This design comes from an exercise in tuning for small area, a short achievable clock period and few clock cycles per item on the open sky130 flow, not from production work.

==> flow/design.v (excerpt) <==
module fnv_lane_mix #(
  parameter int             LANES     = 4,
  parameter int             W         = 32,
  parameter logic [W-1:0]   FNV_PRIME = 32'h01000193
) (
  input  logic               clk,
  input  logic               rst,
  input  logic               in_valid,
  output logic               in_ready,
  input  logic [1:0]         mode,
  input  logic [LANES*W-1:0] a,
  input  logic [LANES*W-1:0] b,
  output logic               out_valid,
  input  logic               out_ready,
  output logic [LANES*W-1:0] c,
  output logic [W-1:0]       digest,
  output logic               out_err
);
Size in the first run: roughly 360 flip-flops, ~430 I/O pins, about 29000 um^2 of cells after synthesis.
==> module fnv_lane_mix, before the edit <==
module fnv_lane_mix #(
  parameter int             LANES     = 4,
  parameter int             W         = 32,
  parameter logic [W-1:0]   FNV_PRIME = 32'h01000193
) (
  input  logic               clk,
  input  logic               rst,
  input  logic               in_valid,
  output logic               in_ready,
  input  logic [1:0]         mode,
  input  logic [LANES*W-1:0] a,
  input  logic [LANES*W-1:0] b,
  output logic               out_valid,
  input  logic               out_ready,
  output logic [LANES*W-1:0] c,
  output logic [W-1:0]       digest,
  output logic               out_err
);
  logic         adv;
  logic         v1_q, v2_q;
  logic [1:0]   md1_q, md2_q;
  logic [W-1:0] r1_l0_q, r1_l3_q, r1_m1_q, r1_x1_q, r1_m2_q, r1_x2_q;
  logic [W-1:0] r2_l0_q, r2_l1_q, r2_l3_q, r2_m2_q, r2_x2_q;
  logic [W-1:0] a0, a1, a2, a3, b0, b1, b2, b3;
  logic [W-1:0] p0, p3, p1, p2;
  logic [W-1:0] y0, y3, m1, x1, m2, x2, y1, y2;
  logic [W-1:0] bx0, bx1, bx2, bx3;
  logic         f1;
  assign adv      = !v2_q || out_ready;
  assign in_ready = adv;
  assign {a3, a2, a1, a0} = a;
  assign {b3, b2, b1, b0} = b;
  assign bx0 = mode[0] ? a0 ^ b0 : a0;
  assign bx1 = mode[0] ? a1 ^ b1 : a1;
  assign bx2 = mode[0] ? a2 ^ b2 : a2;
  assign bx3 = mode[0] ? a3 ^ b3 : a3;
  fnv_mulp u_mul0 (.x(bx0), .y(p0));
  fnv_mulp u_mul3 (.x(bx3), .y(p3));
  assign y0 = p0 ^ (mode[1] ? a1 : mode[0] ? '0 : b0);
  assign y3 = p3 ^ (mode[0] ? '0 : b3);
  assign m1 = bx1;
  assign x1 = mode[1] ? a2 : mode[0] ? '0 : b1;
  assign m2 = bx2;
  assign x2 = mode[1] ? a3 : mode[0] ? '0 : b2;
  assign f1 = (md1_q == 2'd2);
  fnv_mulp u_mul1 (.x(f1 ? r1_l0_q : r1_m1_q), .y(p1));
  assign y1 = p1 ^ r1_x1_q;
  fnv_mulp u_mul2 (.x(r2_m2_q), .y(p2));
  assign y2 = p2 ^ r2_x2_q;
  always_ff @(posedge clk) begin
    if (rst) begin
      v1_q <= 1'b0;
      v2_q <= 1'b0;
    end else if (adv) begin
      v1_q <= in_valid;
      v2_q <= v1_q;
    end
  end
  always_ff @(posedge clk) begin
    if (adv) begin
      md1_q   <= mode;
      r1_l0_q <= y0;
      r1_l3_q <= y3;
      r1_m1_q <= m1;
      r1_x1_q <= x1;
      r1_m2_q <= m2;
      r1_x2_q <= x2;
      md2_q   <= md1_q;
      r2_l0_q <= r1_l0_q;
      r2_l1_q <= y1;
      r2_l3_q <= r1_l3_q;
      r2_m2_q <= f1 ? y1 : r1_m2_q;
      r2_x2_q <= r1_x2_q;
    end
  end
  assign out_valid = v2_q;
  assign c         = md2_q[1] ? '0 : {r2_l3_q, y2, r2_l1_q, r2_l0_q};
  assign digest    = (md2_q == 2'd2) ? y2 : '0;
  assign out_err   = (md2_q == 2'd3);
endmodule
clock: 7.0 ns
lec_check: 0
cap_margin: 20
core_margin: 2
core_utilization: 65
cts_buf_list: sky130_fd_sc_hd__clkbuf_8
setup_slack_margin: 0.8
slew_margin: 20
standard.sh (not shown) runs the stock make flow with config.mk's settings and CLKGATE_MAP_FILE= SYNTH_SCRIPT=/design/flow/synth_recipe.tcl, a recipe that flattens the netlist after the stock synthesis.
==> flow/flow/run.sh <==
#!/bin/bash
# Standard layout, but the port buffers that placement inserts on every input and
# output are the smallest buffer (buf_1); timing repair resizes them where needed.
set -euo pipefail
bash standard.sh BUFFER_PORTS_ARGS="-buffer_cell sky130_fd_sc_hd__buf_1" finish > flow_standard.log 2>&1
Next try:
--- a/flow/design.v
+++ b/flow/design.v
@@ -16,68 +16,78 @@
   output logic [W-1:0]       digest,
   output logic               out_err
 );
   logic         adv;
-  logic         v1_q, v2_q;
-  logic [1:0]   md1_q, md2_q;
+  logic         v1_q, v2_q, v3_q;
+  logic [1:0]   md1_q, md2_q, md3_q;
+  logic         f1_q, f2_q;
   logic [W-1:0] r1_l0_q, r1_l3_q, r1_m1_q, r1_x1_q, r1_m2_q, r1_x2_q;
   logic [W-1:0] r2_l0_q, r2_l1_q, r2_l3_q, r2_m2_q, r2_x2_q;
+  logic [W-1:0] r3_l0_q, r3_l1_q, r3_l3_q, r3_y2_q;
   logic [W-1:0] a0, a1, a2, a3, b0, b1, b2, b3;
+  logic         md0, md1, md2;
   logic [W-1:0] p0, p3, p1, p2;
   logic [W-1:0] y0, y3, m1, x1, m2, x2, y1, y2;
-  logic [W-1:0] bx0, bx1, bx2, bx3;
-  logic         f1;
-  assign adv      = !v2_q || out_ready;
+  logic         l2;
+  assign adv      = !v3_q || out_ready;
   assign in_ready = adv;
   assign {a3, a2, a1, a0} = a;
   assign {b3, b2, b1, b0} = b;
-  assign bx0 = mode[0] ? a0 ^ b0 : a0;
-  assign bx1 = mode[0] ? a1 ^ b1 : a1;
-  assign bx2 = mode[0] ? a2 ^ b2 : a2;
-  assign bx3 = mode[0] ? a3 ^ b3 : a3;
-  fnv_mulp u_mul0 (.x(bx0), .y(p0));
-  fnv_mulp u_mul3 (.x(bx3), .y(p3));
-  assign y0 = p0 ^ (mode[1] ? a1 : mode[0] ? '0 : b0);
-  assign y3 = p3 ^ (mode[0] ? '0 : b3);
-  assign m1 = bx1;
-  assign x1 = mode[1] ? a2 : mode[0] ? '0 : b1;
-  assign m2 = bx2;
-  assign x2 = mode[1] ? a3 : mode[0] ? '0 : b2;
-  assign f1 = (md1_q == 2'd2);
-  fnv_mulp u_mul1 (.x(f1 ? r1_l0_q : r1_m1_q), .y(p1));
+  assign md0 = (mode == 2'd0);
+  assign md1 = (mode == 2'd1);
+  assign md2 = (mode == 2'd2);
+  fnv_mulp u_mul0 (.x(md1 ? (a0 ^ b0) : a0), .y(p0));
+  fnv_mulp u_mul3 (.x(md1 ? (a3 ^ b3) : a3), .y(p3));
+  assign y0 = p0 ^ (md0 ? b0 : md2 ? a1 : '0);
+  assign y3 = p3 ^ (md0 ? b3 : '0);
+  assign m1 = md1 ? (a1 ^ b1) : a1;
+  assign x1 = md0 ? b1 : md2 ? a2 : '0;
+  assign m2 = md1 ? (a2 ^ b2) : a2;
+  assign x2 = md0 ? b2 : md2 ? a3 : '0;
+  fnv_mulp u_mul1 (.x(f1_q ? r1_l0_q : r1_m1_q), .y(p1));
   assign y1 = p1 ^ r1_x1_q;
-  fnv_mulp u_mul2 (.x(r2_m2_q), .y(p2));
+  assign l2 = !md2_q[1];
+  fnv_mulp u_mul2 (.x(f2_q ? r2_l1_q : r2_m2_q), .y(p2));
   assign y2 = p2 ^ r2_x2_q;
   always_ff @(posedge clk) begin
     if (rst) begin
       v1_q <= 1'b0;
       v2_q <= 1'b0;
+      v3_q <= 1'b0;
     end else if (adv) begin
       v1_q <= in_valid;
       v2_q <= v1_q;
+      v3_q <= v2_q;
     end
   end
   always_ff @(posedge clk) begin
     if (adv) begin
       md1_q   <= mode;
+      f1_q    <= md2;
       r1_l0_q <= y0;
       r1_l3_q <= y3;
       r1_m1_q <= m1;
       r1_x1_q <= x1;
       r1_m2_q <= m2;
       r1_x2_q <= x2;
       md2_q   <= md1_q;
+      f2_q    <= f1_q;
       r2_l0_q <= r1_l0_q;
       r2_l1_q <= y1;
       r2_l3_q <= r1_l3_q;
-      r2_m2_q <= f1 ? y1 : r1_m2_q;
+      r2_m2_q <= r1_m2_q;
       r2_x2_q <= r1_x2_q;
+      md3_q   <= md2_q;
+      r3_l0_q <= l2 ? r2_l0_q : '0;
+      r3_l1_q <= l2 ? r2_l1_q : '0;
+      r3_l3_q <= l2 ? r2_l3_q : '0;
+      r3_y2_q <= y2;
     end
   end
-  assign out_valid = v2_q;
-  assign c         = md2_q[1] ? '0 : {r2_l3_q, y2, r2_l1_q, r2_l0_q};
-  assign digest    = (md2_q == 2'd2) ? y2 : '0;
-  assign out_err   = (md2_q == 2'd3);
+  assign out_valid = v3_q;
+  assign c         = {r3_l3_q, md3_q[1] ? '0 : r3_y2_q, r3_l1_q, r3_l0_q};
+  assign digest    = (md3_q == 2'd2) ? r3_y2_q : '0;
+  assign out_err   = (md3_q == 2'd3);
 endmodule
 module fnv_mulp (input logic [31:0] x, output logic [31:0] y);
   logic [31:0] r0, r1;
   logic t1, t2, t3, t4, t5, t6, t7, t8, t9, t10, t11, t12, t13, t14, t15, t16;
The new run ran to the end with no violations.
Register-to-register slack stays flat.
Via count is higher by a little under a tenth.
Worst hold slack hardly moves.
Sequential cell count rose by 133.
Area after synthesis goes up by about a fifth.
No functional check of the RTL was part of any run of this note.

## static timing again, ports no longer ideal
In the flow no input, the clock included, has a driving cell. The finished layouts below were timed again as built, in two steps. Step 1 sets driving cells, clkbuf_16 on the clock port and buf_2 on the other inputs (assumed; they add their load-dependent delay and slew). Step 2, shift: input delay + t, output delay - t, t = (earliest + latest rising clock arrival at the registers) / 2. This alone moves slack from input paths to output paths. Three values: no drivers, after step 1, after step 2; two values: the first two.
run	t (ns)	setup slack, ns	worst hold slack (ns)	worst data-port slew with drivers (ns)	pins driven straight from the clock port
the first run	0.733	0.317 / 0.258 / 0.318	0.405 / 0.405 / 0.405	0.09	1
the second run	0.742	1.056 / 1.097 / 0.356	0.407 / 0.407 / 0.407	0.13	1
After both steps every run listed still meets setup and hold. The setup slack of the second run, which loses most, moves by +0.041 ns with the drivers and by -0.700 ns with both steps.
